Background: an optimization exercise with open tools, aiming at small area, a short achievable clock period and few clock cycles. Do not read the settings as production practice.
Function was checked by simulation only, so behaviour that the tests miss may differ from the original.

==> inputs of nickel <==
// dfs_parent_tree_adjacency_matrix
module dfs_parent_tree_adjacency_matrix (
    input  logic        i_clk,
    input  logic        i_rst_n,
    input  logic        i_cfg_we,
    input  logic [5:0]  i_cfg_wdata,       
    input  logic        s_axis_tvalid,
    output logic        s_axis_tready,
    input  logic [47:0] s_axis_tdata,      
    input  logic        s_axis_tuser,      
    output logic        m_axis_tvalid,
    input  logic        m_axis_tready,
    output logic [15:0] m_axis_tdata,      
    output logic        m_axis_tlast
);
==> flow/config.mk <==
export PLATFORM = sky130hd
export DESIGN_NAME = dfs_parent_tree_adjacency_matrix
export DESIGN_NICKNAME = dfs_parent_tree_adjacency_matrix
export VERILOG_FILES = /design/flow/design.v
export SDC_FILE = /design/flow/constraint.sdc
export NUM_CORES = 4
export LEC_CHECK = 0
export CAP_MARGIN = 20
export CORE_MARGIN = 2
export CORE_UTILIZATION = 40
export SETUP_SLACK_MARGIN = 1.5
export SLEW_MARGIN = 20
==> flow/constraint.sdc <==
create_clock -name core_clock -period 6.0 [get_ports {i_clk}]
set_input_delay 1.2000 -clock core_clock [delete_from_list [all_inputs] [get_ports {i_clk}]]
set_output_delay 1.2000 -clock core_clock [all_outputs]
set_load 0.01 [all_outputs]
run.sh (not shown) runs the stock make flow with config.mk's settings and CLKGATE_MAP_FILE= SYNTH_SCRIPT=/design/flow/synth_recipe.tcl, a recipe that flattens the netlist after the stock synthesis.
==> cedar (differences from nickel) <==
--- a/flow/config.mk
+++ b/flow/config.mk
@@ -8,5 +8,5 @@
 export CAP_MARGIN = 20
 export CORE_MARGIN = 2
-export CORE_UTILIZATION = 40
-export SETUP_SLACK_MARGIN = 1.5
+export CORE_UTILIZATION = 65
+export SETUP_SLACK_MARGIN = 1.0
 export SLEW_MARGIN = 20
==> willow (differences from nickel) <==
--- a/flow/config.mk
+++ b/flow/config.mk
@@ -8,5 +8,5 @@
 export CAP_MARGIN = 20
 export CORE_MARGIN = 2
-export CORE_UTILIZATION = 40
-export SETUP_SLACK_MARGIN = 1.5
+export CORE_UTILIZATION = 50
+export SETUP_SLACK_MARGIN = 1.2
 export SLEW_MARGIN = 20
==> run summary <==
Post-DR wirelength/cell: cedar -; nickel 37.4 um; willow 38.6 um
DRC violation total after the first TritonRoute iteration: cedar -; nickel 15.6k; willow 15.9k
Placement Rows: cedar 140; nickel 179; willow 160
Min Hold Slack: cedar -; nickel 0.459 ns; willow 0.456 ns
Pins over their slew limit: cedar -; nickel 0; willow 0
Buf+Inv Stages, Crit Path: cedar -; nickel 6; willow 6
Number of non-clock inverters: cedar -; nickel 190; willow 190
Start point of the critical path: cedar -; nickel u_search.f2[0]; willow u_search.cur[10]
Required @ worst endpoint: cedar -; nickel 6.57 ns; willow 6.57 ns
Share of the final layout cell area in sequential cells: cedar -; nickel 45.7%; willow 48.5%
Hold violation total from the final report: cedar -; nickel 0; willow 0
Upper clock frequency limit: cedar -; nickel 190 MHz; willow 195 MHz
Total non-filler cell area in the finished layout: cedar -; nickel 0.123 mm2; willow 0.116 mm2
Layout cell share with drive strength beyond 1: cedar -; nickel 25.8%; willow 19.4%
Bufs w/o clock: cedar -; nickel 1330; willow 1135
Result of the run: cedar did not finish; nickel finished clean; willow finished clean
Stage where the flow stopped: cedar 5_1_grt; nickel -; willow -
Number of clock-tree buffers in the layout: cedar -; nickel 235; willow 225
Worst slack after detailed placement: cedar 0.300 ns; nickel 0.339 ns; willow 0.264 ns
Type of the most critical hold path: cedar -; nickel reg -> reg; willow reg -> reg
DRT Pass-1 Iters: cedar -; nickel 19; willow 10
Hold_sp: cedar -; nickel u_search.nmask[19]; willow u_search.nmask[19]
R2R setup slack: cedar -; nickel 0.75 ns; willow 0.87 ns
Dominant class by area: cedar -; nickel flip-flops and latches; willow flip-flops and latches
Testbench counts of nickel, summed over its fixed seeds: cycles 16,834.
Testbench counts of cedar, summed over its fixed seeds: cycles 16,834.
Testbench counts of willow, summed over its fixed seeds: cycles 16,834.

==> port drivers added, routing unchanged <==
The results above use ideal ports. As a check the final layouts listed here were re-extracted and re-timed, cells and wires unchanged. Step 1 sets driving cells, clkbuf_16 on the clock port and buf_2 on the other inputs (assumed; they add their load-dependent delay and slew). Step 2 also shifts input and output timing later by t, the mid clock arrival at the registers, as if the neighbouring blocks saw the same clock. Slacks: ideal ports / drivers / drivers and shift; pairs: ideal ports / drivers.
run | t (ns) | slack for setup (ns) | latest minus earliest clock arrival (ns)
nickel | 0.957 | 0.746 / 0.746 / 0.746 | 0.143 / 0.144
willow | 0.936 | 0.870 / 0.870 / 0.718 | 0.085 / 0.085
After both steps setup and hold are still met in every run listed. For willow, which loses most, drivers alone change the setup slack by 0.000 ns; drivers and shift together by -0.152 ns.
